Source: an optimization exercise on an open RTL-to-GDS flow (aim: small area and a short achievable clock period). Production flows keep margins and buffers that such runs may drop. Only simulation tests tie the RTL to the original design; equivalence was not proved. Power and IR drop assume default switching activity.

`run.sh`:
```
#!/bin/bash
# synth_recipe.tcl (not shown) runs the flow's synth.tcl, then flattens the netlist and writes it again
# the make line also repeats each setting of config.mk as NAME=value (left out here)
make -C /OpenROAD-flow-scripts/flow DESIGN_CONFIG=/design/flow/config.mk WORK_HOME=/design/flow/orfs CLKGATE_MAP_FILE= SYNTH_SCRIPT=/design/flow/synth_recipe.tcl finish
```
`config.mk`:
```
export PLATFORM = sky130hd
export DESIGN_NAME = mem_bus_top
export DESIGN_NICKNAME = mem_bus_top
export VERILOG_FILES = /design/flow/design.v
export SDC_FILE = /design/flow/constraint.sdc
export NUM_CORES = 4
export LEC_CHECK = 0
export CAP_MARGIN = 20
export CORE_MARGIN = 2
export CORE_UTILIZATION = 40
export CTS_CLUSTER_SIZE = 30
export SETUP_SLACK_MARGIN = 2.0
export SLEW_MARGIN = 20
export SYNTH_HIERARCHICAL = 1
export SYNTH_MINIMUM_KEEP_SIZE = 0
```
`constraint.sdc`:
```
create_clock -name core_clock -period 5.0 [get_ports {clk_sys_i}]
set_input_delay 1.0000 -clock core_clock [delete_from_list [all_inputs] [get_ports {clk_sys_i}]]
set_output_delay 1.0000 -clock core_clock [all_outputs]
set_load 0.01 [all_outputs]
```
`design.v`:
```
  localparam int ADDR_W = 32;
  localparam int DATA_W = 32;
  localparam int BYTE_W = 8;
  localparam int BE_W   = DATA_W / BYTE_W;
  localparam int NR_BANKS   = 4;
  localparam int BANK_IDX_W = $clog2(NR_BANKS);
  localparam int BANK_WORDS = 64;
  localparam int BANK_SIZE  = BANK_WORDS * BE_W;
  localparam int WORD_LSB = $clog2(BE_W);
  localparam int WORD_W   = $clog2(BANK_WORDS);
  localparam int WORD_MSB = WORD_LSB + WORD_W - 1;
  localparam logic [31:0] MAP_START  = 32'h8000_0000;
  localparam logic [31:0] MAP_STRIDE = 32'h0000_1000;
  localparam logic [127:0] BANK_BASE = {
    32'h8000_3000,
    32'h8000_2000,
    32'h8000_1000,
    32'h8000_0000
  };
  localparam logic [31:0] BANK_MASK = 32'hFFFF_FF00;   
`timescale 1ns/1ps
`default_nettype none
module addr_decoder (
  input  logic         host_req_i,
  input  logic [31:0]  host_addr_i,
  input  logic         host_we_i,
  input  logic [3:0]   host_be_i,
  output logic         host_gnt_o,
  output logic         miss_o,
  output logic [255:0] rsel_o,
  output logic [1023:0] wen_o
);
  localparam int ADDR_W = 32;
  localparam int DATA_W = 32;
  localparam int BYTE_W = 8;
  localparam int BE_W   = DATA_W / BYTE_W;
  localparam int NR_BANKS   = 4;
  localparam int BANK_IDX_W = $clog2(NR_BANKS);
  localparam int BANK_WORDS = 64;
  localparam int BANK_SIZE  = BANK_WORDS * BE_W;
  localparam int WORD_LSB = $clog2(BE_W);
  localparam int WORD_W   = $clog2(BANK_WORDS);
  localparam int WORD_MSB = WORD_LSB + WORD_W - 1;
  localparam logic [31:0] MAP_START  = 32'h8000_0000;
  localparam logic [31:0] MAP_STRIDE = 32'h0000_1000;
  localparam logic [127:0] BANK_BASE = {
    32'h8000_3000,
    32'h8000_2000,
    32'h8000_1000,
    32'h8000_0000
  };
  localparam logic [31:0] BANK_MASK = 32'hFFFF_FF00;   
  logic       win;
  logic [3:0] bank_n;
  logic [15:0] bw_n;
  logic [7:0] hi_n;
  logic [7:0] lo_n;
  assign win = (host_addr_i[31:14] == 18'h20000) && (host_addr_i[11:8] == 4'h0);
  always_comb begin
    for (int k = 0; k < NR_BANKS; k++) begin
      bank_n[k] = ~(win && (host_addr_i[13:12] == 2'(k)));
      for (int b = 0; b < BE_W; b++) begin
        bw_n[k*BE_W + b] = ~(host_req_i && host_we_i && host_be_i[b] && win &&
                             (host_addr_i[13:12] == 2'(k)));
      end
    end
    for (int j = 0; j < 8; j++) begin
      hi_n[j] = ~(host_addr_i[7:5] == 3'(j));
      lo_n[j] = ~(host_addr_i[4:2] == 3'(j));
    end
  end
  for (genvar k = 0; k < NR_BANKS; k++) begin : g_bank
    for (genvar j = 0; j < 8; j++) begin : g_hi
      for (genvar i = 0; i < 8; i++) begin : g_lo
        localparam int W = k*64 + j*8 + i;
        logic sel_n;
        cell_nand3 u_seln (.a(~bank_n[k]), .b(~hi_n[j]), .c(~lo_n[i]), .y(sel_n));
        cell_inv u_rsel (.a(sel_n), .y(rsel_o[W]));
        for (genvar b = 0; b < BE_W; b++) begin : g_be
          cell_nor2 u_wen (.a(bw_n[k*BE_W + b]), .b(sel_n), .y(wen_o[W*BE_W + b]));
        end
      end
    end
  end
  assign miss_o = ~win;
  assign host_gnt_o = host_req_i;
endmodule
module cell_inv (
  input  logic a,
  output logic y
);
  assign y = ~a;
endmodule
`default_nettype wire
`timescale 1ns/1ps
`default_nettype none
module scratch_bank (
  input  logic        clk_sys_i,
  input  logic [3:0]  wen_i,
  input  logic [31:0] wdata_i,
  output logic [31:0] data_o
);
  localparam int ADDR_W = 32;
  localparam int DATA_W = 32;
  localparam int BYTE_W = 8;
  localparam int BE_W   = DATA_W / BYTE_W;
  localparam int NR_BANKS   = 4;
  localparam int BANK_IDX_W = $clog2(NR_BANKS);
  localparam int BANK_WORDS = 64;
  localparam int BANK_SIZE  = BANK_WORDS * BE_W;
  localparam int WORD_LSB = $clog2(BE_W);
  localparam int WORD_W   = $clog2(BANK_WORDS);
  localparam int WORD_MSB = WORD_LSB + WORD_W - 1;
  localparam logic [31:0] MAP_START  = 32'h8000_0000;
  localparam logic [31:0] MAP_STRIDE = 32'h0000_1000;
  localparam logic [127:0] BANK_BASE = {
    32'h8000_3000,
    32'h8000_2000,
    32'h8000_1000,
    32'h8000_0000
  };
  localparam logic [31:0] BANK_MASK = 32'hFFFF_FF00;   
  logic [DATA_W-1:0] data_q;
  always_ff @(posedge clk_sys_i) begin
    for (int b = 0; b < BE_W; b++) begin
      if (wen_i[b]) begin
        data_q[b*BYTE_W +: BYTE_W] <= wdata_i[b*BYTE_W +: BYTE_W];
      end
    end
  end
  assign data_o = data_q;
endmodule
`default_nettype wire
`timescale 1ns/1ps
`default_nettype none
module resp_mux (
  input  logic          clk_sys_i,
  input  logic          rst_sys_ni,
  input  logic          req_i,
  input  logic          miss_i,
  input  logic [255:0]  rsel_i,
  input  logic [8191:0] words_i,
  output logic          host_rvalid_o,
  output logic [31:0]   host_rdata_o,
  output logic          host_err_o
);
  localparam int ADDR_W = 32;
  localparam int DATA_W = 32;
  localparam int BYTE_W = 8;
  localparam int BE_W   = DATA_W / BYTE_W;
  localparam int NR_BANKS   = 4;
  localparam int BANK_IDX_W = $clog2(NR_BANKS);
  localparam int BANK_WORDS = 64;
  localparam int BANK_SIZE  = BANK_WORDS * BE_W;
  localparam int WORD_LSB = $clog2(BE_W);
  localparam int WORD_W   = $clog2(BANK_WORDS);
  localparam int WORD_MSB = WORD_LSB + WORD_W - 1;
  localparam logic [31:0] MAP_START  = 32'h8000_0000;
  localparam logic [31:0] MAP_STRIDE = 32'h0000_1000;
  localparam logic [127:0] BANK_BASE = {
    32'h8000_3000,
    32'h8000_2000,
    32'h8000_1000,
    32'h8000_0000
  };
  localparam logic [31:0] BANK_MASK = 32'hFFFF_FF00;   
  logic [DATA_W-1:0] rd;
  logic [DATA_W-1:0] rdata_q;
  logic              rvalid_q;
  logic              err_q;
  for (genvar b = 0; b < DATA_W; b++) begin : g_bit
    logic [85:0] l1_n;   
    logic [21:0] l2;     
    logic [5:0]  l3_n;   
    logic [1:0]  l4;     
    for (genvar g = 0; g < 85; g++) begin : g_l1
      cell_aoi222 u_l1 (
        .a1(rsel_i[3*g]),   .a2(words_i[(3*g)*DATA_W + b]),
        .b1(rsel_i[3*g+1]), .b2(words_i[(3*g+1)*DATA_W + b]),
        .c1(rsel_i[3*g+2]), .c2(words_i[(3*g+2)*DATA_W + b]),
        .y(l1_n[g]));
    end
    cell_nand2 u_l1_last (.a(rsel_i[255]), .b(words_i[255*DATA_W + b]), .y(l1_n[85]));
    for (genvar g = 0; g < 21; g++) begin : g_l2
      cell_nand4 u_l2 (.a(l1_n[4*g]), .b(l1_n[4*g+1]), .c(l1_n[4*g+2]), .d(l1_n[4*g+3]),
                       .y(l2[g]));
    end
    cell_nand2 u_l2_last (.a(l1_n[84]), .b(l1_n[85]), .y(l2[21]));
    for (genvar g = 0; g < 5; g++) begin : g_l3
      cell_nor4 u_l3 (.a(l2[4*g]), .b(l2[4*g+1]), .c(l2[4*g+2]), .d(l2[4*g+3]),
                      .y(l3_n[g]));
    end
    cell_nor2 u_l3_last (.a(l2[20]), .b(l2[21]), .y(l3_n[5]));
    cell_nand3 u_l4_0 (.a(l3_n[0]), .b(l3_n[1]), .c(l3_n[2]), .y(l4[0]));
    cell_nand3 u_l4_1 (.a(l3_n[3]), .b(l3_n[4]), .c(l3_n[5]), .y(l4[1]));
    assign rd[b] = l4[0] | l4[1];
  end
  always_ff @(posedge clk_sys_i) begin
    rdata_q <= rd;
  end
  always_ff @(posedge clk_sys_i or negedge rst_sys_ni) begin
    if (!rst_sys_ni) begin
      rvalid_q <= 1'b0;
      err_q    <= 1'b0;
    end else begin
      rvalid_q <= req_i;
      err_q    <= req_i & miss_i;
    end
  end
  assign host_rvalid_o = rvalid_q;
  assign host_rdata_o  = rdata_q;
  assign host_err_o    = err_q;
endmodule
module cell_aoi222 (
  input  logic a1, a2, b1, b2, c1, c2,
  output logic y
);
  assign y = ~((a1 & a2) | (b1 & b2) | (c1 & c2));
endmodule
module cell_nand4 (
  input  logic a, b, c, d,
  output logic y
);
  assign y = ~(a & b & c & d);
endmodule
module cell_nor4 (
  input  logic a, b, c, d,
  output logic y
);
  assign y = ~(a | b | c | d);
endmodule
module cell_nand3 (
  input  logic a, b, c,
  output logic y
);
  assign y = ~(a & b & c);
endmodule
module cell_nand2 (
  input  logic a, b,
  output logic y
);
  assign y = ~(a & b);
endmodule
module cell_nor2 (
  input  logic a, b,
  output logic y
);
  assign y = ~(a | b);
endmodule
`default_nettype wire
`timescale 1ns/1ps
`default_nettype none
module mem_bus_top (
  input  logic  clk_sys_i,
  input  logic  rst_sys_ni,
  input  logic  host_req_i,
  input  logic [31:0] host_addr_i,
  input  logic  host_we_i,
  input  logic [3:0]   host_be_i,
  input  logic [31:0] host_wdata_i,
  output logic  host_gnt_o,
  output logic  host_rvalid_o,
  output logic [31:0] host_rdata_o,
  output logic  host_err_o
);
  localparam int ADDR_W = 32;
  localparam int DATA_W = 32;
  localparam int BYTE_W = 8;
  localparam int BE_W   = DATA_W / BYTE_W;
  localparam int NR_BANKS   = 4;
  localparam int BANK_IDX_W = $clog2(NR_BANKS);
  localparam int BANK_WORDS = 64;
  localparam int BANK_SIZE  = BANK_WORDS * BE_W;
  localparam int WORD_LSB = $clog2(BE_W);
  localparam int WORD_W   = $clog2(BANK_WORDS);
  localparam int WORD_MSB = WORD_LSB + WORD_W - 1;
  localparam logic [31:0] MAP_START  = 32'h8000_0000;
  localparam logic [31:0] MAP_STRIDE = 32'h0000_1000;
  localparam logic [127:0] BANK_BASE = {
    32'h8000_3000,
    32'h8000_2000,
    32'h8000_1000,
    32'h8000_0000
  };
  localparam logic [31:0] BANK_MASK = 32'hFFFF_FF00;   
  localparam int NR_WORDS = NR_BANKS * BANK_WORDS;
  logic                     miss;
  logic [NR_WORDS-1:0]      rsel;
  logic [NR_WORDS*BE_W-1:0] wen;
  addr_decoder u_decoder (
    .host_req_i (host_req_i),
    .host_addr_i(host_addr_i),
    .host_we_i  (host_we_i),
    .host_be_i  (host_be_i),
    .host_gnt_o (host_gnt_o),
    .miss_o     (miss),
    .rsel_o     (rsel),
    .wen_o      (wen)
  );
  logic [NR_WORDS*DATA_W-1:0] words;
  for (genvar w = 0; w < NR_WORDS; w++) begin : g_word
    scratch_bank u_word (
      .clk_sys_i   (clk_sys_i),
      .wen_i       (wen[w*BE_W +: BE_W]),
      .wdata_i     (host_wdata_i),
      .data_o      (words[w*DATA_W +: DATA_W])
    );
  end
  resp_mux u_resp_mux (
    .clk_sys_i    (clk_sys_i),
    .rst_sys_ni   (rst_sys_ni),
    .req_i        (host_req_i),
    .miss_i       (miss),
    .rsel_i       (rsel),
    .words_i      (words),
    .host_rvalid_o(host_rvalid_o),
    .host_rdata_o (host_rdata_o),
    .host_err_o   (host_err_o)
  );
endmodule
`default_nettype wire
```
==> results of run 1 <==
## through the flow
stage / utilization / hold WS [ns] / setup TNS (ns) / cell area [sq um] / std cells
6_report: 0.506 / 0.226 / 0 / 363000 / 28200
3_3_place_gp: 0.458 / 0.632 / -2.86 / 329000 / 26300
5_1_grt: 0.506 / 0.209 / 0 / 363000 / 28200
3_5_place_dp: 0.458 / 0.606 / -3.36 / 329000 / 26300
4_1_cts: 0.504 / 0.144 / 0 / 361000 / 28000
2_1_floorplan: - / 0.584 / 0 / 288000 / 13600
## final cells by class
type | instances | share of cell area
diodes | 116 | 0.000800
clock buffers | 997 | 0.0568
clock inverters | 440 | 0.0126
inverters | 256 | 0.00417
multi-input cells | 5088 | 0.117
flip-flops and latches | 8226 | 0.680
well taps | 9546 | 0.0329
repair buffers | 3540 | 0.0958
repair inverters | 1 | 0.0000138
## per-module statistics from Yosys, one instance, submodules excluded, excerpt
| module | cells inside | flops+latches | copies in the design | cell area [sq um] |
|---|---|---|---|---|
| cell_aoi222 | 1 | 0 | 2720 | 10.0 |
| cell_nand3 | 1 | 0 | 320 | 5.00 |
| cell_nor4 | 1 | 0 | 160 | 12.5 |
| cell_nand4 | 1 | 0 | 672 | 6.26 |
| cell_nand2 | 1 | 0 | 64 | 3.75 |
| resp_mux | 67 | 34 | 1 | 897 |
| scratch_bank | 32 | 32 | 256 | 961 |
| addr_decoder | 63 | 0 | 1 | 397 |
| cell_inv | 1 | 0 | 256 | 3.75 |
| cell_nor2 | 1 | 0 | 1056 | 3.75 |
## kinds of logic after synthesis
family,synth area share
AO/OA/AOI/OAI,0.0947
buffers and inverters,0.00337
flip-flops,0.858
AND/OR/NAND/NOR,0.0439
## what timing repair did
item | in CTS | in global routing
resized for setup | 919 | 183
setup endpoints to repair | 1553 | 304
pin swaps | 426 | 263
endpoints found under the hold margin | 2 | 0
hold buffers | 1 | 0
buffers inserted | 270 | 55
cloned | 66 | 5
## state kept, by name (all words and copies together) (netlist names)
name                  cells
g_word.u_word.data_q   8192
u_resp_mux.rdata_q       32
u_resp_mux.err_q          1
u_resp_mux.rvalid_q       1
## critical path, stage by stage
cell	delay [ns]
buf_6	0.09
or4b_4	0.20
or3_4	0.21
and2b_4	0.24
buf_12	0.14
buf_12	0.14
buf_12	0.14
buf_16	0.16
nand3_1	0.13
inv_2	0.08
buf_12	0.15
buf_4	0.14
a222oi_1	0.51
nand4_1	0.40
nor4_4	0.49
buf_4	0.22
nand3_4	0.08
or2_1	0.23
## layout by cell type, fill, tap and decap left out, types with 8 or more instances in the layout
master and instances:
nand2_1 67, clkinvlp_4 146, clkdlybuf4s15_1 16, nor2_2 38, buf_2 17, nor2_1 1015
nor4_2 108, nand2_4 16, nor4_4 59, clkinv_16 24, buf_6 257, inv_6 14
clkbuf_1 201, nand3_2 96, inv_16 11, clkinv_1 183, clkinv_8 12, buf_4 2662
buf_8 70, or2_1 32, dlygate4sd2_1 18, clkinv_2 113, buf_16 53, inv_2 54
bufbuf_16 14, nand4_1 672, buf_12 407, diode_2 116, bufinv_16 63, inv_1 55
clkbuf_8 8, clkdlybuf4s15_2 10, inv_4 12, clkbuf_16 794, nand3_1 151, edfxtp_1 8192
a222oi_1 2720, dfxtp_4 25, nand3_4 77
## path summary, 6_finish.rpt
check	start	to	slack, ns	cells past startpoint
max in group asynchronous	rst_sys_ni	u_resp_mux.rvalid_q	4.35	2
max reg2reg	g_word[231].u_word.data_q[5]	u_resp_mux.rdata_q[5]	2.35	8
min	host_req_i	u_resp_mux.rvalid_q	0.23	1
min in group asynchronous	rst_sys_ni	u_resp_mux.err_q	0.53	2
max	host_addr_i[31]	u_resp_mux.rdata_q[5]	1.24	18
min reg2reg	g_word[255].u_word.data_q[3]	u_resp_mux.rdata_q[3]	0.63	5
## power by group through the flow
| stage | registers (W) | logic, W | clock network [W] |
|---|---|---|---|
| final | 0.0758 | 0.00195 | 0.0582 |
| after global routing | 0.0757 | 0.00200 | 0.0614 |
| after CTS | 0.0758 | 0.00192 | 0.0588 |
| after detailed placement | 0.0773 | 0.00185 | 0 |
| after global placement | 0.0773 | 0.00178 | 0 |
| after floorplan | 0.0773 | 0.0000459 | 0 |
## per-layer routing
metal	GRT usage	vias up
met1	0.328	89500
met5	0	-
met4	0.0865	4
met3	0.0531	1377
met2	0.376	11000
li1	-	71600
==> reports/metrics.csv, run 1 <==
metric,value,unit
totalPowerFinal,0.136,W
multi_input_area,0.0423,sq mm
nets,18000,
cts_made_buffers,781,
wl_met1,343,mm
port_buffers,104,
clkPwrFrac,0.428,
cellInternalPower,0.109,W
crit_fanout,9,
synth-async-reset-ratio,0.000243,
cp_data_arrival_time,4.79,ns
slew_violations,0,
p_per_area,375,mW/mm^2
p_leak,118,nW
htreeDepth,6,
core,0.717,sq mm
wirelength,906,mm
hp-class,in2reg,
clock-sinks,8226,
clk_latency,1.18,ns
max_freq,266,MHz
cts_root_buffer,clkbuf_16,
grt_max_degree,168,
cts_buffer_depth,4,
die_h,852,um
regArea,0.247,sq mm
yosysMostFrequentCell,edfxtp_1,
clkTransAtPathRegs,0.06,ns
dpl.hpwl,582,mm
dieArea,0.726,sq mm
yosysUniqueCellTypes,27,
yosysTopAreaCell,edfxtp_1,
drtIter0Drc,35500,
start_util,0.401,
wl_per_cell,32.1,um
worstMarginPinSlew,1.27,ns
synth_cells,13600,
antenna_found_initial,45,
rsz0062_at_grt,true,
final.setup.worst_slack,1.24,ns
yosysSeqAreaShare,0.858,
yosys_warnings,9,
max_slew_margin,0.152,
p_switching,0.0273,W
finalSetupViolations,0,
drive_gt1_frac,0.281,
avgSynthCellArea,21.2,sq um
synth_edf_count,8192,
tritoncts,yes,
grt_pass1_wl,1250,mm
fin_crit,3.76,ns
status,"complete, no violations",
syn_area,0.287,sq mm
dr.max_layer_used,met5,
n_fill_cell,57100,
irDropWorstVdd,0.401,mV
switching_share,0.201,
wl_met3,106,mm
yosys-top-cells-area,"edfxtp_1 86%, a222oi_1 9.5%, nand4_1 1.5%",
finalHoldViolCount,0,
wl_met2,420,mm
end_kind,flip-flop,
synthTopCellsByCount,"8192 x edfxtp_1, 2720 x a222oi_1, 1059 x nor2_1",
crit_type,in2reg,
required,6.03,ns
first_global_vias,165000,
antenna_left,0,
drt_first_pass_iters,10,
io_pins,107,
ys.flop_type,edfxtp_1,
pre_cts_slack,-0.405,ns
period_share,0.752,
cap_violations,0,
syn2layout_area_growth,26.2,%
synth_top_cell_area_share,0.856,
vias_per_cell,6.15,
route.detailed.drc,0,
critPathLaunchType,primary input,
ys_seq_elements,8226,
num_vias,173000,
finClkSkew,0.0820,ns
fp-row-count,311,
die_x,852,um
gr-total-overflow,0,
gp_congestion,0.880,
grt_usage,0.239,
seq_power_share,0.558,
combinationalPowerShare,0.014,
syn_nets,13600,
==> run 2, diff against run 1 <==
--- a/design.v
+++ b/design.v
@@ -58,7 +58,7 @@
   assign win = (host_addr_i[31:14] == 18'h20000) && (host_addr_i[11:8] == 4'h0);
   always_comb begin
     for (int k = 0; k < NR_BANKS; k++) begin
-      bank_n[k] = ~(win && (host_addr_i[13:12] == 2'(k)));
+      bank_n[k] = ~(host_addr_i[13:12] == 2'(k));
       for (int b = 0; b < BE_W; b++) begin
         bw_n[k*BE_W + b] = ~(host_req_i && host_we_i && host_be_i[b] && win &&
                              (host_addr_i[13:12] == 2'(k)));
@@ -193,7 +193,7 @@
     cell_nor2 u_l3_last (.a(l2[20]), .b(l2[21]), .y(l3_n[5]));
     cell_nand3 u_l4_0 (.a(l3_n[0]), .b(l3_n[1]), .c(l3_n[2]), .y(l4[0]));
     cell_nand3 u_l4_1 (.a(l3_n[3]), .b(l3_n[4]), .c(l3_n[5]), .y(l4[1]));
-    assign rd[b] = l4[0] | l4[1];
+    assign rd[b] = (l4[0] | l4[1]) & ~miss_i;
   end
   always_ff @(posedge clk_sys_i) begin
     rdata_q <= rd;
--- a/config.mk
+++ b/config.mk
@@ -7,8 +7,9 @@
 export LEC_CHECK = 0
 export CAP_MARGIN = 20
 export CORE_MARGIN = 2
-export CORE_UTILIZATION = 40
+export CORE_UTILIZATION = 55
 export CTS_CLUSTER_SIZE = 30
+export PLACE_DENSITY = 0.7
 export SETUP_SLACK_MARGIN = 2.0
 export SLEW_MARGIN = 20
 export SYNTH_HIERARCHICAL = 1
==> run 2 against run 1 <==
Compared with the run above: still clean on timing, DRC and antenna; non-clock buffer count fell by 1046; maximum frequency up 12%; wire length fell by 4.2%; largest cell class unchanged.
==> reports/metrics.csv, run 2 <==
metric,value,unit,change
io_pins,107,,unchanged
final.setup.worst_slack,1.63,ns,+0.391 ns
die_h,727,um,-15%
dpl_cell_area,0.315,sq mm,-4.2%
crit_slowest_cell,nor4_4,,
slew_violations,0,,unchanged
largest_reg_flops,8192,,unchanged
rsz0062_at_grt,true,,
critPathLaunchType,primary input,,
irDropWorstVdd,0.573,mV,+43%
cp_top_family,simple AND/OR/NAND/NOR gates,,
crit_type,in2reg,,
dp.cells,22700,,-14%
cap_violations,0,,unchanged
period_share,0.674,,-0.0782
first_global_vias,163000,,-1.6%
drive_gt1_frac,0.237,,-0.0435
tritoncts,yes,,
finalSetupViolations,0,,unchanged
syn_nets,13600,,-0.044%
r2r-start,g_word[231].u_word.data_q[12],,
clock-sinks,8226,,unchanged
p_per_area,395,mW/mm^2,+5.3%
fin_crit,3.37,ns,-0.391 ns
yosysSeqAreaShare,0.858,,about the same
synth-async-reset-ratio,0.000243,,unchanged
cts_buffer_depth,4,,unchanged
totalPowerFinal,0.137,W,+0.75%
regMostFlops,g_word.u_word.data_q,,
drt_first_pass_iters,11,,+1
yosysUniqueCellTypes,27,,unchanged
cp_common_cell,buf_4,,
port_buffers,104,,unchanged
end_kind,flip-flop,,
wl_per_cell,35.5,um,+11%
globalRouteMet1Util,0.438,,+0.110
avgSynthCellArea,21.2,sq um,about the same
start_util,0.552,,+0.151
synth_edf_count,8192,,unchanged
route.detailed.drc,0,,unchanged
finClkSkew,0.108,ns,+0.0256 ns
nets,16900,,-6.0%
required,6.07,ns,+0.04 ns
layout_commonest_cell,edfxtp_1,,
clkTransAtPathRegs,0.06,ns,about the same
r2r_slack,2.18,ns,-0.17 ns
synth_top_cell_area_share,0.855,,about the same
yosys_warnings,9,,unchanged
synthTopCellsByCount,"8192 x edfxtp_1, 2720 x a222oi_1, 1058 x nor2_1",,
syn_area,0.288,sq mm,about the same
cp_data_arrival_time,4.44,ns,-0.35 ns
r2r-end,u_resp_mux.rdata_q[12],,
dieArea,0.529,sq mm,-27%
fp-row-count,265,,-15%
drtIter0Drc,41100,,+16%
crit_fanout,8,,-1
yosysTopAreaCell,edfxtp_1,,
htreeDepth,6,,unchanged
top_usage_layer,met2,,
finalHoldViolCount,0,,unchanged
holdCritStartpoint,host_req_i,,
core,0.521,sq mm,-27%
die_x,727,um,-15%
fin_cells,24500,,-13%
critical_path_depth,12,,-6
antenna_found_initial,58,,+29%
yosysMostFrequentCell,edfxtp_1,,
worstMarginPinSlew,1.34,ns,+0.0678 ns
clk_latency,1.18,ns,about the same
design_area,0.347,sq mm,-4.3%
gp_congestion,0.900,,+2.3%
rr_worst_depth,8,,unchanged
critPathMaxStageDelay,0.83,ns,+0.32 ns
antenna_left,0,,unchanged
grt_pass1_wl,1190,mm,-4.6%
gr-total-overflow,0,,unchanged
status,"complete, no violations",,
cts_made_buffers,766,,-1.9%
p_leak,112,nW,-5.1%
grt_util_met2,0.467,,+0.0910
met3_usage,0.0966,,+0.0435
ys.flop_type,edfxtp_1,,
synth_cells,13600,,-0.044%
vias_per_cell,7.12,,+16%
ys_seq_elements,8226,,unchanged
hold-worst-slack,0.212,ns,-0.0145 ns
final_cell_mix,"8192 x edfxtp_1, 2720 x a222oi_1, 1983 x buf_4, 985 x nor2_1, 787 x clkbuf_16",,
num_vias,174000,,+0.40%
grt_max_degree,125,,-26%
worstPathCellList,buf_4 -> buf_12 -> nor3b_4 -> buf_4 -> nand3_1 -> inv_1 -> buf_4 -> a222oi_1 -> nand4_1 -> nor4_4 -> nand3_2 -> o21ba_4,,
hold-path-endpoint,u_resp_mux.rvalid_q,,
max_slew_margin,0.106,,-0.0461
pre_cts_slack,-0.353,ns,+0.0513 ns
yosys-top-cells-area,"edfxtp_1 86%, a222oi_1 9.5%, nand4_1 1.5%",,
wirelength,868,mm,-4.2%
hp-class,in2reg,,
dpl.hpwl,544,mm,-6.5%
syn2layout_area_growth,20.7,%,
max_freq,297,MHz,+12%
largestRegisters,"g_word.u_word.data_q x8192, u_resp_mux.rdata_q x32",,
cts_root_buffer,clkbuf_16,,
min_path_cells,1,,unchanged
grt_usage,0.315,,+0.0762
path_buf_inv,5,,-4
==> run 2: changes by cell type in the layout (fill, tap and decap cells not counted), sizes merged, moves of 22 or more <==
| cell | delta |
|---|---|
| buf | -1058 |
| inv | +78 |
| diode | -75 |
| clkinvlp | -57 |
| clkbuf | -47 |
| or2 | -33 |
| o21ba | +32 |
| clkdlybuf4s15 | -25 |
| clkdlybuf4s50 | +22 |
==> run 2: cell type report <==
type | instances | area [sq um]
sequential | 8226 | 247000
fill | 32200 | 174000
multi-input combinational | 5078 | 42100
timing repair buffer | 2494 | 23300
clock buffer | 945 | 20100
tap | 6942 | 8690
clock inverter | 474 | 4720
inverter | 256 | 1260
antenna | 41 | 103
timing repair inverter | 2 | 12.5
==> run 2: where the power goes <==
group          leakage [nW]  switching (W)  internal [W]  total, W
combinational          25.6        0.00264      0.000805   0.00345
sequential             73.9    0.000000256        0.0758    0.0758
clock                  12.1         0.0253        0.0324    0.0577
total                   112         0.0279         0.109     0.137
==> run 2: worst register-to-register path, cell delays in order (launching register included) <==
cell and delay [ns]:
edfxtp_1 0.37, a222oi_1 0.59, nand4_1 0.48, buf_4 0.31, nor4_4 0.25, buf_4 0.23, nand3_4 0.09, buf_6 0.17
o21ba_4 0.20
==> run 2: Yosys stat by module, one instance, submodules excluded, a selection <==
module | flops+latches | cells inside | area, sq um | copies in the design
resp_mux | 34 | 70 | 1030 | 1
scratch_bank | 32 | 32 | 961 | 256
addr_decoder | 0 | 54 | 364 | 1
cell_nor4 | 0 | 1 | 12.5 | 160
cell_aoi222 | 0 | 1 | 10.0 | 2720
cell_nand4 | 0 | 1 | 6.26 | 672
cell_nand3 | 0 | 1 | 5.00 | 320
cell_inv | 0 | 1 | 3.75 | 256
cell_nand2 | 0 | 1 | 3.75 | 64
cell_nor2 | 0 | 1 | 3.75 | 1056
==> run 2: how the worst max path moves through the flow <==
stage                                   end       startpoint
3_3_place_gp         u_resp_mux.rdata_q[28]   host_addr_i[6]
2_1_floorplan  g_word[100].u_word.data_q[0]  host_addr_i[12]
4_1_cts              u_resp_mux.rdata_q[12]   host_addr_i[2]
6_report             u_resp_mux.rdata_q[28]   host_addr_i[6]
5_1_grt              u_resp_mux.rdata_q[15]   host_addr_i[7]
3_5_place_dp         u_resp_mux.rdata_q[28]  host_addr_i[12]
==> run 2: per-stage QoR <==
step / setup TNS, ns / util
finish: 0 / 0.666
floorplan: 0 / -
global placement: -48.38 / 0.604
CTS: 0 / 0.661
detailed placement: -2.65 / 0.604
global route: 0 / 0.666
==> run 2: cells by family after synthesis <==
kind of cell / count (synthesis) / share of synthesized area
DFF: 8226 / 0.858
AOI/OAI and AO/OA: 2752 / 0.0958
and+or+nand+nor: 2323 / 0.0430
buffers and inverters: 263 / 0.00349
==> run 2: repair_timing <==
item,4_1_cts,5_1_grt
hold buffers,1,0
resized for setup,648,350
cloned,31,14
pin swaps,404,379
endpoints found under the setup margin,5200,1780
endpoints found under the hold margin,2,0
buffers inserted,192,89
==> run 2: routing by layer <==
| metal | wire length, um | vias up |
|---|---|---|
| met2 | 388000 | 14800 |
| met4 | 42400 | 34 |
| met3 | 138000 | 1881 |
| met1 | 299000 | 88000 |
| met5 | 209 | - |
| li1 | - | 69400 |
==> run 3, diff against run 2 <==
==> config.mk (replaced) <==
export PLATFORM = sky130hd
export DESIGN_NAME = mem_bus_top
export DESIGN_NICKNAME = mem_bus_top
export VERILOG_FILES = /design/flow/design.v
export SDC_FILE = /design/flow/constraint.sdc
export NUM_CORES = 4
export LEC_CHECK = 0
export CAP_MARGIN = 10
export CORE_MARGIN = 2
export CORE_UTILIZATION = 60
export CTS_CLUSTER_SIZE = 30
export PLACE_DENSITY = 0.75
export SETUP_SLACK_MARGIN = 2.0
export SLEW_MARGIN = 10
export SYNTH_HIERARCHICAL = 1
export SYNTH_MINIMUM_KEEP_SIZE = 0
==> run 3 against run 2 <==
Compared with the run above: now fails the layout checks on capacitance limit, slew limit; worst hold slack worse by 0.026 ns; register-to-register slack gained 0.05 ns; setup slack worse by 0.14 ns; largest power group unchanged.
==> reports/metrics.csv, run 3 <==
metric,value,unit,change
grt_usage,0.353,,+0.0385
dp.cells,21500,,-5.0%
ys_seq_elements,8226,,unchanged
syn_area,0.288,sq mm,unchanged
layout_commonest_cell,edfxtp_1,,
max_freq,285,MHz,-4.1%
r2r_slack,2.23,ns,+0.05 ns
synth_cells,13600,,unchanged
dpl_cell_area,0.309,sq mm,-1.7%
max_slew_margin,-0.0958,,-0.202
drt_first_pass_iters,15,,+4
largest_reg_flops,8192,,unchanged
first_global_vias,165000,,+1.5%
die_x,696,um,-4.2%
yosysMostFrequentCell,edfxtp_1,,
tns,0,ns,unchanged
synth_edf_count,8192,,unchanged
fin_cells,23400,,-4.2%
dpl.hpwl,532,mm,-2.3%
route.detailed.drc,0,,unchanged
clock-sinks,8226,,unchanged
ys.flop_type,edfxtp_1,,
yosys-top-cells-area,"edfxtp_1 86%, a222oi_1 9.5%, nand4_1 1.5%",,
period_share,0.702,,+0.0285
cts_buffer_depth,4,,unchanged
finalSetupViolations,0,,unchanged
wl_per_cell,38.1,um,+7.4%
crit_fanout,8,,unchanged
antenna_found_initial,43,,-26%
gr-total-overflow,0,,unchanged
largestRegisters,"g_word.u_word.data_q x8192, u_resp_mux.rdata_q x32",,
clk_latency,1.16,ns,-0.02 ns
gp_congestion,0.932,,+3.6%
cap_violations,2,,+2
violations,"capacitance limit, slew limit",,
cts_made_buffers,748,,-2.3%
rsz0062_at_grt,true,,
worstMarginPinSlew,1.64,ns,+0.304 ns
avgSynthCellArea,21.2,sq um,unchanged
die_h,696,um,-4.2%
irDropWorstVdd,0.432,mV,-25%
cp_data_arrival_time,4.54,ns,+0.10 ns
slew_violations,114,,+114
finalHoldViolCount,0,,unchanged
start_util,0.602,,+0.0496
synthTopCellsByCount,"8192 x edfxtp_1, 2720 x a222oi_1, 1058 x nor2_1",,
regMostFlops,g_word.u_word.data_q,,
critPathLaunchType,primary input,,
design_area,0.343,sq mm,-1.2%
grt_pass1_wl,1210,mm,+1.8%
pre_cts_slack,-0.362,ns,-0.00835 ns
yosysUniqueCellTypes,27,,unchanged
nets,16500,,-2.6%
p_leak,108,nW,-3.1%
fp-row-count,254,,-4.2%
vias_per_cell,7.56,,+6.2%
status,failed layout checks,,
yosysTopAreaCell,edfxtp_1,,
drive_gt1_frac,0.243,,+0.00588
dieArea,0.485,sq mm,-8.3%
io_pins,107,,unchanged
finClkSkew,0.0456,ns,-0.0621 ns
clkTransAtPathRegs,0.06,ns,about the same
num_vias,177000,,+1.8%
port_buffers,104,,unchanged
hold-worst-slack,0.185,ns,-0.0265 ns
required,6.03,ns,-0.04 ns
synth_top_cell_area_share,0.855,,unchanged
crit_type,in2reg,,
htreeDepth,6,,unchanged
antenna_left,0,,unchanged
syn_nets,13600,,unchanged
fin_crit,3.51,ns,+0.143 ns
syn2layout_area_growth,19.3,%,
hp-class,in2reg,,
core,0.478,sq mm,-8.2%
synth-async-reset-ratio,0.000243,,unchanged
grt_max_degree,149,,+19%
drtIter0Drc,46700,,+13%
end_kind,flip-flop,,
p_per_area,395,mW/mm^2,about the same
yosys_warnings,9,,unchanged
tritoncts,yes,,
final_cell_mix,"8192 x edfxtp_1, 2720 x a222oi_1, 1570 x buf_4, 767 x clkbuf_16, 688 x nand4_1",,
cts_root_buffer,clkbuf_16,,
wirelength,893,mm,+2.9%
final.setup.worst_slack,1.49,ns,-0.143 ns
yosysSeqAreaShare,0.858,,unchanged
run 3: cells by family (layout without fill, tap and decap cells):
group,count (synthesis),in the layout,share of synthesized area
buffers and inverters,263,3705,0.00349
AND/OR/NAND/NOR,2323,2324,0.0430
AO/OA/AOI/OAI,2752,2752,0.0958
other,0,33,0
flip-flops,8226,8226,0.858
run 3: path summary, 6_finish.rpt:
path                                                     from                       endpoint  depth (start not counted)
worst min register to register  g_word[255].u_word.data_q[14]         u_resp_mux.rdata_q[14]                          5
worst min-delay path                         host_wdata_i[15]  g_word[235].u_word.data_q[15]                          1
min in group asynchronous                          rst_sys_ni               u_resp_mux.err_q                          2
max in group asynchronous                          rst_sys_ni            u_resp_mux.rvalid_q                          2
worst max-delay path                           host_addr_i[2]          u_resp_mux.rdata_q[0]                         15
worst max register to register   g_word[228].u_word.data_q[3]          u_resp_mux.rdata_q[3]                          7
run 3: cell type report:
type / instances / area [sq um]
Sequential cell: 8226 / 247000
Fill cell: 26100 / 135000
Multi-Input combinational cell: 5076 / 43600
Clock buffer: 939 / 19800
Timing Repair Buffer: 2068 / 19500
Tap cell: 6400 / 8010
Clock inverter: 432 / 3840
Inverter: 256 / 1360
Antenna cell: 33 / 82.6
Timing Repair inverter: 10 / 72.6
run 3: per-layer routing:
metal | routed length [um] | track usage | up-vias
li1 | - | - | 68400
met1 | 279000 | 0.466 | 88000
met2 | 398000 | 0.524 | 18000
met3 | 150000 | 0.108 | 2816
met4 | 65900 | 0.212 | 26
met5 | 506 | 0 | -
run 3: critical path, cell delays in order:
cell	delay (ns)
buf_6	0.09
buf_8	0.13
and3b_4	0.20
buf_12	0.16
buf_16	0.21
nand3_4	0.13
clkinvlp_4	0.20
buf_6	0.17
a222oi_1	0.57
nand4_1	0.51
nor4_2	0.43
buf_4	0.22
nand3_2	0.09
buf_6	0.17
o21ba_4	0.20
run 3: what timing repair did:
action / in CTS / in global routing
gates cloned: 23 / 6
resized for setup: 845 / 694
endpoints found under the setup margin: 2976 / 6142
hold buffers: 1 / 0
endpoints found under the hold margin: 2 / 0
setup buffers: 296 / 164
pin swaps: 403 / 343
run 3: power by group:
| part | internal (W) | switching (W) |
|---|---|---|
| Clock | 0.0312 | 0.0249 |
| Sequential | 0.0758 | 0.000000194 |
| Combinational | 0.000820 | 0.00275 |
run 3: per-module statistics from Yosys (local to each module, per instance), a selection:
module	flops+latches	cells	copies in the design	cell area, sq um
cell_nand3	0	1	320	5.00
cell_inv	0	1	256	3.75
cell_nor4	0	1	160	12.5
cell_nand4	0	1	672	6.26
cell_nor2	0	1	1056	3.75
resp_mux	34	70	1	1030
scratch_bank	32	32	256	961
cell_aoi222	0	1	2720	10.0
run 3: metrics by stage:
step / utilization / total power (W)
after floorplan: - / 0.0777
after global placement: 0.647 / 0.0802
after detailed placement: 0.647 / 0.0803
after CTS: 0.709 / 0.135
after global routing: 0.718 / 0.138
final: 0.718 / 0.135
==> run 4, diff against run 3 <==
--- a/design.v
+++ b/design.v
@@ -164,39 +164,42 @@
     32'h8000_0000
   };
   localparam logic [31:0] BANK_MASK = 32'hFFFF_FF00;   
-  logic [DATA_W-1:0] rd;
-  logic [DATA_W-1:0] rdata_q;
+  logic [NR_BANKS*DATA_W-1:0] part;
+  logic [NR_BANKS*DATA_W-1:0] part_q;
   logic              rvalid_q;
   logic              err_q;
-  for (genvar b = 0; b < DATA_W; b++) begin : g_bit
-    logic [85:0] l1_n;   
-    logic [21:0] l2;     
-    logic [5:0]  l3_n;   
-    logic [1:0]  l4;     
-    for (genvar g = 0; g < 85; g++) begin : g_l1
-      cell_aoi222 u_l1 (
-        .a1(rsel_i[3*g]),   .a2(words_i[(3*g)*DATA_W + b]),
-        .b1(rsel_i[3*g+1]), .b2(words_i[(3*g+1)*DATA_W + b]),
-        .c1(rsel_i[3*g+2]), .c2(words_i[(3*g+2)*DATA_W + b]),
-        .y(l1_n[g]));
+  for (genvar k = 0; k < NR_BANKS; k++) begin : g_bank
+    for (genvar b = 0; b < DATA_W; b++) begin : g_bit
+      localparam int W0 = k * BANK_WORDS;
+      logic [21:0] l1_n;   
+      logic [5:0]  l2;     
+      logic [1:0]  l3_n;   
+      for (genvar g = 0; g < 21; g++) begin : g_l1
+        cell_aoi222 u_l1 (
+          .a1(rsel_i[W0+3*g]),   .a2(words_i[(W0+3*g)*DATA_W + b]),
+          .b1(rsel_i[W0+3*g+1]), .b2(words_i[(W0+3*g+1)*DATA_W + b]),
+          .c1(rsel_i[W0+3*g+2]), .c2(words_i[(W0+3*g+2)*DATA_W + b]),
+          .y(l1_n[g]));
+      end
+      cell_nand2 u_l1_last (.a(rsel_i[W0+63]), .b(words_i[(W0+63)*DATA_W + b]), .y(l1_n[21]));
+      for (genvar g = 0; g < 5; g++) begin : g_l2
+        cell_nand4 u_l2 (.a(l1_n[4*g]), .b(l1_n[4*g+1]), .c(l1_n[4*g+2]), .d(l1_n[4*g+3]),
+                         .y(l2[g]));
+      end
+      cell_nand2 u_l2_last (.a(l1_n[20]), .b(l1_n[21]), .y(l2[5]));
+      cell_nor3 u_l3_0 (.a(l2[0]), .b(l2[1]), .c(l2[2]), .y(l3_n[0]));
+      cell_nor3 u_l3_1 (.a(l2[3]), .b(l2[4]), .c(l2[5]), .y(l3_n[1]));
+      assign part[k*DATA_W + b] = ~(l3_n[0] & l3_n[1]) & ~miss_i;
     end
-    cell_nand2 u_l1_last (.a(rsel_i[255]), .b(words_i[255*DATA_W + b]), .y(l1_n[85]));
-    for (genvar g = 0; g < 21; g++) begin : g_l2
-      cell_nand4 u_l2 (.a(l1_n[4*g]), .b(l1_n[4*g+1]), .c(l1_n[4*g+2]), .d(l1_n[4*g+3]),
-                       .y(l2[g]));
-    end
-    cell_nand2 u_l2_last (.a(l1_n[84]), .b(l1_n[85]), .y(l2[21]));
-    for (genvar g = 0; g < 5; g++) begin : g_l3
-      cell_nor4 u_l3 (.a(l2[4*g]), .b(l2[4*g+1]), .c(l2[4*g+2]), .d(l2[4*g+3]),
-                      .y(l3_n[g]));
-    end
-    cell_nor2 u_l3_last (.a(l2[20]), .b(l2[21]), .y(l3_n[5]));
-    cell_nand3 u_l4_0 (.a(l3_n[0]), .b(l3_n[1]), .c(l3_n[2]), .y(l4[0]));
-    cell_nand3 u_l4_1 (.a(l3_n[3]), .b(l3_n[4]), .c(l3_n[5]), .y(l4[1]));
-    assign rd[b] = (l4[0] | l4[1]) & ~miss_i;
   end
   always_ff @(posedge clk_sys_i) begin
-    rdata_q <= rd;
+    part_q <= part;
+  end
+  for (genvar b = 0; b < DATA_W; b++) begin : g_merge
+    logic [1:0] m_n;
+    cell_nor2 u_m0 (.a(part_q[0*DATA_W + b]), .b(part_q[1*DATA_W + b]), .y(m_n[0]));
+    cell_nor2 u_m1 (.a(part_q[2*DATA_W + b]), .b(part_q[3*DATA_W + b]), .y(m_n[1]));
+    cell_nand2 u_m2 (.a(m_n[0]), .b(m_n[1]), .y(host_rdata_o[b]));
   end
   always_ff @(posedge clk_sys_i or negedge rst_sys_ni) begin
     if (!rst_sys_ni) begin
@@ -208,7 +211,6 @@
     end
   end
   assign host_rvalid_o = rvalid_q;
-  assign host_rdata_o  = rdata_q;
   assign host_err_o    = err_q;
 endmodule
 module cell_aoi222 (
@@ -223,11 +225,11 @@
 );
   assign y = ~(a & b & c & d);
 endmodule
-module cell_nor4 (
-  input  logic a, b, c, d,
+module cell_nor3 (
+  input  logic a, b, c,
   output logic y
 );
-  assign y = ~(a | b | c | d);
+  assign y = ~(a | b | c);
 endmodule
 module cell_nand3 (
   input  logic a, b, c,
==> config.mk (replaced) <==
export PLATFORM = sky130hd
export DESIGN_NAME = mem_bus_top
export DESIGN_NICKNAME = mem_bus_top
export VERILOG_FILES = /design/flow/design.v
export SDC_FILE = /design/flow/constraint.sdc
export NUM_CORES = 4
export LEC_CHECK = 0
export CAP_MARGIN = 20
export CORE_MARGIN = 2
export CORE_UTILIZATION = 55
export PLACE_DENSITY = 0.7
export SETUP_SLACK_MARGIN = 2.0
export SLEW_MARGIN = 20
export SYNTH_HIERARCHICAL = 1
export SYNTH_MINIMUM_KEEP_SIZE = 0
==> run 4 against run 3 <==
Compared with the run above: total power increased by 1.7%; now clean on timing, DRC and antenna; critical path depth decreased by 12; worst hold slack about the same.
==> reports/metrics.csv, run 4 <==
metric,value,unit,change
clkTransAtPathRegs,0.06,ns,about the same
yosysTopAreaCell,edfxtp_1,,
ys.flop_type,edfxtp_1,,
start_util,0.553,,-0.0486
p_switching,0.0278,W,+0.68%
drtIter0Drc,39300,,-16%
largestRegisters,"g_word.u_word.data_q x8192, u_resp_mux.part_q x128",,
yosysSeqAreaShare,0.855,,-0.00240
tritoncts,yes,,
final.setup.worst_slack,1.72,ns,+0.237 ns
core,0.526,sq mm,+9.9%
avgSynthCellArea,20.8,sq um,-2.0%
synth-async-reset-ratio,0.000240,,-0.00000280
period_share,0.655,,-0.0473
wirelength,847,mm,-5.2%
htreeDepth,6,,unchanged
drive_gt1_frac,0.202,,-0.0410
slew_violations,0,,-100%
rsz0062_at_grt,true,,
cts_root_buffer,clkbuf_16,,
gr-total-overflow,0,,unchanged
route.detailed.drc,0,,unchanged
finClkSkew,0.0709,ns,+0.0253 ns
cp_data_arrival_time,2.28,ns,-2.26 ns
final_core_util,0.652,,-0.0656
hp-class,in2reg,,
io_pins,107,,unchanged
num_vias,172000,,-3.0%
clkPwrFrac,0.425,,+0.011
finalHoldViolCount,0,,unchanged
yosys-top-cells-area,"edfxtp_1 85%, a222oi_1 9.3%, nand4_1 1.4%",,
yosysUniqueCellTypes,26,,-3.7%
regMostFlops,g_word.u_word.data_q,,
n_fill_cell,33900,,+30%
syn2layout_area_growth,17.9,%,
dpl.hpwl,532,mm,about the same
clock-sinks,8322,,+1.2%
cts_made_buffers,779,,+4.1%
largest_reg_flops,8192,,unchanged
multi_input_area,0.0421,sq mm,-3.4%
yosys_warnings,9,,unchanged
crit_fanout,1,,-7
dieArea,0.534,sq mm,+10%
die_x,731,um,+5.0%
vias_per_cell,7.08,,-6.3%
syn_nets,14100,,+3.1%
syn_area,0.291,sq mm,+1.1%
port_buffers,104,,unchanged
final_cell_mix,"8192 x edfxtp_1, 2688 x a222oi_1, 1599 x buf_4, 933 x nor2_1, 785 x clkbuf_16",,
p_per_area,402,mW/mm^2,+1.8%
gp_congestion,0.893,,-4.3%
grt_pass1_wl,1170,mm,-3.4%
cap_violations,0,,-2
cts_buffer_depth,4,,unchanged
antenna_left,0,,unchanged
pre_cts_slack,0.237,ns,+0.599 ns
crit_type,reg2out,,
required,4.00,ns,-2.03 ns
dp.cells,22800,,+5.6%
seq_power_share,0.556,,-0.004
cellInternalPower,0.110,W,+1.9%
wl_per_cell,34.9,um,-8.5%
ys_seq_elements,8322,,+1.2%
nets,16700,,+1.5%
hold-worst-slack,0.185,ns,+0.000158 ns
end_kind,output port,,
drt_first_pass_iters,14,,-1
synth_top_cell_area_share,0.846,,-0.00899
switching_share,0.202,,-0.00197
fin_cells,24300,,+3.6%
clk_latency,1.17,ns,about the same
status,"complete, no violations",,
grt_usage,0.307,,-0.0466
fp-row-count,266,,+4.7%
die_h,731,um,+5.0%
finalSetupViolations,0,,unchanged
synth_edf_count,8192,,unchanged
worstMarginPinSlew,1.36,ns,-0.281 ns
p_leak,110,nW,+1.2%
synth_cells,14000,,+3.1%
layout_commonest_cell,edfxtp_1,,
regArea,0.249,sq mm,+0.81%
max_freq,305,MHz,+7.2%
first_global_vias,162000,,-2.2%
yosysMostFrequentCell,edfxtp_1,,
critPathLaunchType,flip-flop,,
grt_max_degree,133,,-11%
fin_crit,3.28,ns,-0.237 ns
irDropWorstVdd,0.359,mV,-17%
antenna_found_initial,37,,-14%
combinationalPowerShare,0.019,,-0.007
synthTopCellsByCount,"8192 x edfxtp_1, 2688 x a222oi_1, 1090 x nor2_1",,
max_slew_margin,0.0919,,+0.188
tns,0,ns,unchanged
## run 4: path summary, 6_finish.rpt
check / startpoint / end / slack [ns] / depth (start not counted)
min in group asynchronous: rst_sys_ni / u_resp_mux.rvalid_q / 0.54 / 2
hold / removal: host_wdata_i[8] / g_word[213].u_word.data_q[8] / 0.19 / 1
setup reg to reg: g_word[85].u_word.data_q[29] / u_resp_mux.part_q[61] / 2.62 / 4
hold reg to reg: g_word[191].u_word.data_q[15] / u_resp_mux.part_q[79] / 0.60 / 4
setup / recovery: u_resp_mux.part_q[103] / host_rdata_o[7] / 1.72 / 3
max in group asynchronous: rst_sys_ni / u_resp_mux.err_q / 4.33 / 2
## run 4: kinds of logic after synthesis
group | count (synthesis) | share of synthesized area
flip-flops | 8322 | 0.855
AO/OA/AOI/OAI | 2816 | 0.0948
AND/OR/NAND/NOR | 2579 | 0.0460
buffers and inverters | 274 | 0.00391
## run 4: area by class of cell
cell class | instances | area share
clock buffers | 985 | 0.0603
multi-input cells | 5395 | 0.123
diodes | 15 | 0.000110
clock inverters | 451 | 0.0137
repair buffers | 1878 | 0.0486
well taps | 6968 | 0.0254
inverters | 256 | 0.00307
flip-flops and latches | 8322 | 0.726
repair inverters | 7 | 0.000139
## run 4: metal layers
layer | wire (um) | up-vias | track usage
met5 | 153 | - | 0
met4 | 40200 | 26 | 0.130
met3 | 125000 | 1596 | 0.0765
met2 | 389000 | 13800 | 0.467
met1 | 293000 | 87400 | 0.428
li1 | - | 69100 | -
## run 4: repair_timing
action | 4_1_cts | 5_1_grt
hold buffers | 1 | 0
endpoints found under the hold margin | 2 | 0
gates cloned | 4 | 3
pin swaps | 101 | 36
setup endpoints to repair | 1649 | 1286
buffers inserted | 31 | 31
gates resized for setup | 493 | 122
## run 4: power by group through the flow
| stage | clock network, W | logic [W] | registers, W |
|---|---|---|---|
| 6_report | 0.0585 | 0.00262 | 0.0766 |
| 5_1_grt | 0.0614 | 0.00265 | 0.0765 |
| 4_1_cts | 0.0588 | 0.00255 | 0.0766 |
| 3_5_place_dp | 0 | 0.00252 | 0.0780 |
| 3_3_place_gp | 0 | 0.00244 | 0.0780 |
| 2_1_floorplan | 0 | 0.000347 | 0.0781 |
## run 4: worst max-delay path, cell delays in order, from the launching register on
cell,delay [ns]
dfxtp_4,0.38
nor2_4,0.41
nand2_4,0.14
buf_6,0.15
## run 4: stage by stage
step / total power [W] / area [sq um]
after floorplan: 0.0784 / 291000
after global placement: 0.0805 / 315000
after detailed placement: 0.0806 / 315000
after CTS: 0.138 / 342000
after global routing: 0.141 / 343000
final: 0.138 / 343000
## run 4: modules after synthesis, one instance, submodules excluded, excerpt
module / cell area, sq um / cells / flops+latches
scratch_bank: 961 / 32 / 32
cell_inv: 3.75 / 1 / 0
cell_nand2: 3.75 / 1 / 0
cell_nor2: 3.75 / 1 / 0
cell_aoi222: 10.0 / 1 / 0
addr_decoder: 364 / 54 / 0
resp_mux: 3410 / 273 / 130
cell_nand3: 5.00 / 1 / 0
cell_nand4: 6.26 / 1 / 0
cell_nor3: 10.0 / 1 / 0
==> run 5, diff against run 4 <==
--- a/config.mk
+++ b/config.mk
@@ -9,7 +9,7 @@
 export CORE_MARGIN = 2
 export CORE_UTILIZATION = 55
 export PLACE_DENSITY = 0.7
-export SETUP_SLACK_MARGIN = 2.0
+export SETUP_SLACK_MARGIN = 1.7
 export SLEW_MARGIN = 20
 export SYNTH_HIERARCHICAL = 1
 export SYNTH_MINIMUM_KEEP_SIZE = 0
==> run 5 against run 4 <==
Compared with the run above: area after synthesis unchanged; non-clock buffer count down 26; first-iteration DRC count down 2.2%; maximum frequency down 3.0%; worst hold slack worse by 0.048 ns; wire length about the same; cell count about the same; critical path type unchanged; sequential share of layout area up 0.18 points; utilization down 0.18 points; largest power group unchanged; critical path depth unchanged; total power about the same.
==> reports/metrics.csv, run 5 <==
metric,value,unit,change
status,"complete, no violations",,
fp-row-count,266,,unchanged
gp_congestion,0.893,,unchanged
synth_edf_count,8192,,unchanged
crit_slowest_cell,dfxtp_2,,
required,4.00,ns,about the same
syn_nets,14100,,unchanged
tritoncts,yes,,
end_kind,output port,,
drive_gt1_frac,0.192,,-0.0105
finalSetupViolations,0,,unchanged
yosys_warnings,9,,unchanged
port_buffers,104,,unchanged
max_slew_margin,0.210,,+0.118
max_freq,296,MHz,-3.0%
grt_usage,0.307,,-0.000337
cts_root_buffer,clkbuf_16,,
syn2layout_area_growth,17.6,%,
dieArea,0.534,sq mm,unchanged
regArea,0.249,sq mm,about the same
yosysSeqAreaShare,0.855,,unchanged
yosysTopAreaCell,edfxtp_1,,
largestRegisters,"g_word.u_word.data_q x8192, u_resp_mux.part_q x128",,
synth_top_cell_area_share,0.846,,unchanged
regMostFlops,g_word.u_word.data_q,,
critPathMaxStageDelay,0.36,ns,-0.05 ns
die_x,731,um,unchanged
finClkSkew,0.0703,ns,-0.000629 ns
irDropWorstVdd,0.362,mV,+0.71%
hp-class,in2reg,,
crit_fanout,1,,unchanged
clkTransAtPathRegs,0.06,ns,about the same
ys.flop_type,edfxtp_1,,
htreeDepth,6,,unchanged
nets,16700,,-0.16%
synth_cells,14000,,unchanged
seq_power_share,0.556,,about the same
worstMarginPinSlew,1.19,ns,-0.177 ns
antenna_left,0,,unchanged
switching_share,0.202,,about the same
worstPathCellList,nor2_4 -> nand2_4 -> clkdlybuf4s15_2,,
start_util,0.553,,unchanged
first_global_vias,161000,,-0.095%
synthTopCellsByCount,"8192 x edfxtp_1, 2688 x a222oi_1, 1090 x nor2_1",,
p_switching,0.0278,W,about the same
cellInternalPower,0.110,W,about the same
largest_reg_flops,8192,,unchanged
rsz0062_at_grt,false,,
grt_pass1_wl,1170,mm,-0.10%
grt_max_degree,133,,unchanged
io_pins,107,,unchanged
die_h,731,um,unchanged
layout_commonest_cell,edfxtp_1,,
gr-total-overflow,0,,unchanged
wirelength,846,mm,about the same
multi_input_area,0.0417,sq mm,-1.1%
period_share,0.675,,+0.0201
cts_made_buffers,779,,unchanged
dpl.hpwl,532,mm,unchanged
core,0.526,sq mm,unchanged
n_fill_cell,34000,,+0.38%
vias_per_cell,7.08,,about the same
cp_data_arrival_time,2.38,ns,+0.10 ns
p_per_area,403,mW/mm^2,+0.27%
clk_latency,1.21,ns,+0.04 ns
clock-sinks,8322,,unchanged
wl_per_cell,34.9,um,about the same
crit_type,reg2out,,
avgSynthCellArea,20.8,sq um,unchanged
antenna_found_initial,40,,+8.1%
clkPwrFrac,0.425,,about the same
syn_area,0.291,sq mm,unchanged
drtIter0Drc,38500,,-2.2%
cts_buffer_depth,4,,unchanged
critPathLaunchType,flip-flop,,
cap_violations,0,,unchanged
fin_crit,3.38,ns,+0.101 ns
slew_violations,0,,unchanged
yosysMostFrequentCell,edfxtp_1,,
ys_seq_elements,8322,,unchanged
combinationalPowerShare,0.019,,about the same
num_vias,172000,,-0.041%
p_leak,109,nW,-0.14%
tns,0,ns,unchanged
synth-async-reset-ratio,0.000240,,unchanged
totalPowerFinal,0.138,W,about the same
final_cell_mix,"8192 x edfxtp_1, 2688 x a222oi_1, 1584 x buf_4, 1054 x nor2_1, 785 x clkbuf_16",,
yosys-top-cells-area,"edfxtp_1 85%, a222oi_1 9.3%, nand4_1 1.4%",,
route.detailed.drc,0,,unchanged
yosysUniqueCellTypes,26,,unchanged
drt_first_pass_iters,13,,-1
finalHoldViolCount,0,,unchanged
-- run 5: cell counts after synthesis --
No cell type changed its count.
-- run 5: area by class of cell --
| cell class | instances | area share |
|---|---|---|
| Sequential cell | 8322 | 0.728 |
| Multi-Input combinational cell | 5396 | 0.122 |
| Clock buffer | 985 | 0.0604 |
| Timing Repair Buffer | 1852 | 0.0476 |
| Tap cell | 6968 | 0.0255 |
| Clock inverter | 451 | 0.0137 |
| Inverter | 256 | 0.00300 |
| Antenna cell | 22 | 0.000161 |
| Timing Repair inverter | 6 | 0.000117 |
-- run 5: cell families after synthesis --
logic type	after synthesis	synth area share
buffers and inverters	274	0.00391
and+or+nand+nor	2579	0.0460
DFF	8322	0.855
AOI/OAI and AO/OA	2816	0.0948
-- run 5: timing repair --
action,CTS,global route
gates cloned,1,6
buffers inserted,20,16
pin swaps,84,29
endpoints found under the setup margin,148,130
hold buffers,1,0
endpoints found under the hold margin,2,0
resized for setup,294,39
-- run 5: through the flow --
step           instances  instance area [sq um]  hold WS, ns  setup slack [ns]   util
5_1_grt            24200                 342000        0.125              1.66  0.650
3_5_place_dp       22800                 315000        0.584             0.237  0.600
4_1_cts            24200                 342000        0.113              1.58  0.650
6_report           24300                 342000        0.137              1.62  0.650
2_1_floorplan      14000                 291000        0.560             0.294      -
3_3_place_gp       22800                 315000        0.578             0.264  0.600
-- run 5: Yosys stat by module, one instance, submodules excluded, a selection --
| module | cells inside | area [sq um] |
|---|---|---|
| resp_mux | 273 | 3410 |
| scratch_bank | 32 | 961 |
| cell_aoi222 | 1 | 10.0 |
| cell_nor3 | 1 | 10.0 |
| cell_nand4 | 1 | 6.26 |
| cell_nand3 | 1 | 5.00 |
| cell_nand2 | 1 | 3.75 |
| cell_nor2 | 1 | 3.75 |
| cell_inv | 1 | 3.75 |
-- run 5: critical path: cells and delay by family, from the launching register on --
kind,cells,cell delay (ns)
buf+inv,1,0.27
simple gates,2,0.55
flops,1,0.36
-- run 5: power groups by stage --
stage | registers, W | logic [W] | clock network, W
floorplan | 0.0781 | 0.000347 | 0
global placement | 0.0780 | 0.00244 | 0
detailed placement | 0.0780 | 0.00252 | 0
CTS | 0.0766 | 0.00254 | 0.0588
global route | 0.0765 | 0.00264 | 0.0614
finish | 0.0766 | 0.00261 | 0.0585
-- run 5: path summary, 6_finish.rpt --
| check | startpoint | endpoint | slack (ns) | cells past startpoint |
|---|---|---|---|---|
| max in group asynchronous | rst_sys_ni | u_resp_mux.err_q | 4.37 | 2 |
| min in group asynchronous | rst_sys_ni | u_resp_mux.rvalid_q | 0.50 | 2 |
| worst min register to register | g_word[191].u_word.data_q[15] | u_resp_mux.part_q[79] | 0.60 | 4 |
| worst min-delay path | host_wdata_i[8] | g_word[213].u_word.data_q[8] | 0.14 | 1 |
| worst max-delay path | u_resp_mux.part_q[119] | host_rdata_o[23] | 1.62 | 3 |
| worst max register to register | g_word[85].u_word.data_q[29] | u_resp_mux.part_q[61] | 2.59 | 4 |
-- run 5: per-layer routing --
metal,vias to the layer above,part of all wire,global-route usage
met5,-,0.00046,0
met4,20,0.046,0.129
met3,1579,0.15,0.0764
met2,13700,0.46,0.467
met1,87600,0.35,0.427
li1,69000,-,-

static timing again, ports no longer ideal:
In the flow no input, the clock included, has a driving cell. The finished layouts below were timed again as built, in two steps.
Step 1, drivers: a clkbuf_16 drives clk_sys_i and a buf_2 each remaining input, both assumed.
Step 2 times the ports against the registers' clock, not the clock port: input delays grow and output delays shrink by t, the midpoint of the rising clock arrivals with the driver on.
a / b / c = ideal ports / drivers / drivers and shift; a / b = the first two.
| run | t (ns) | slack for setup (ns) | worst setup path at the end | worst register clock-pin slew, ns | pins driven straight from the clock port |
|---|---|---|---|---|---|
| run 1 | 1.272 | 1.239 / 0.822 / -0.450 | input to register | 0.07 / 0.07 | 1 |
| run 2 | 1.257 | 1.630 / 1.600 / 0.343 | input to register | 0.07 / 0.07 | 1 |
| run 3 | 1.265 | 1.488 / 1.568 / 0.303 | input to register | 0.08 / 0.08 | 1 |
| run 4 | 1.271 | 1.724 / 1.592 / 0.671 | input to register | 0.08 / 0.08 | 1 |
| run 5 | 1.281 | 1.624 / 1.521 / 0.406 | input to register | 0.08 / 0.08 | 1 |
With both steps, setup timing fails in run 1, where it was met with ideal ports. For run 1, which loses most, drivers alone change the setup slack by -0.417 ns; drivers and shift together by -1.689 ns.
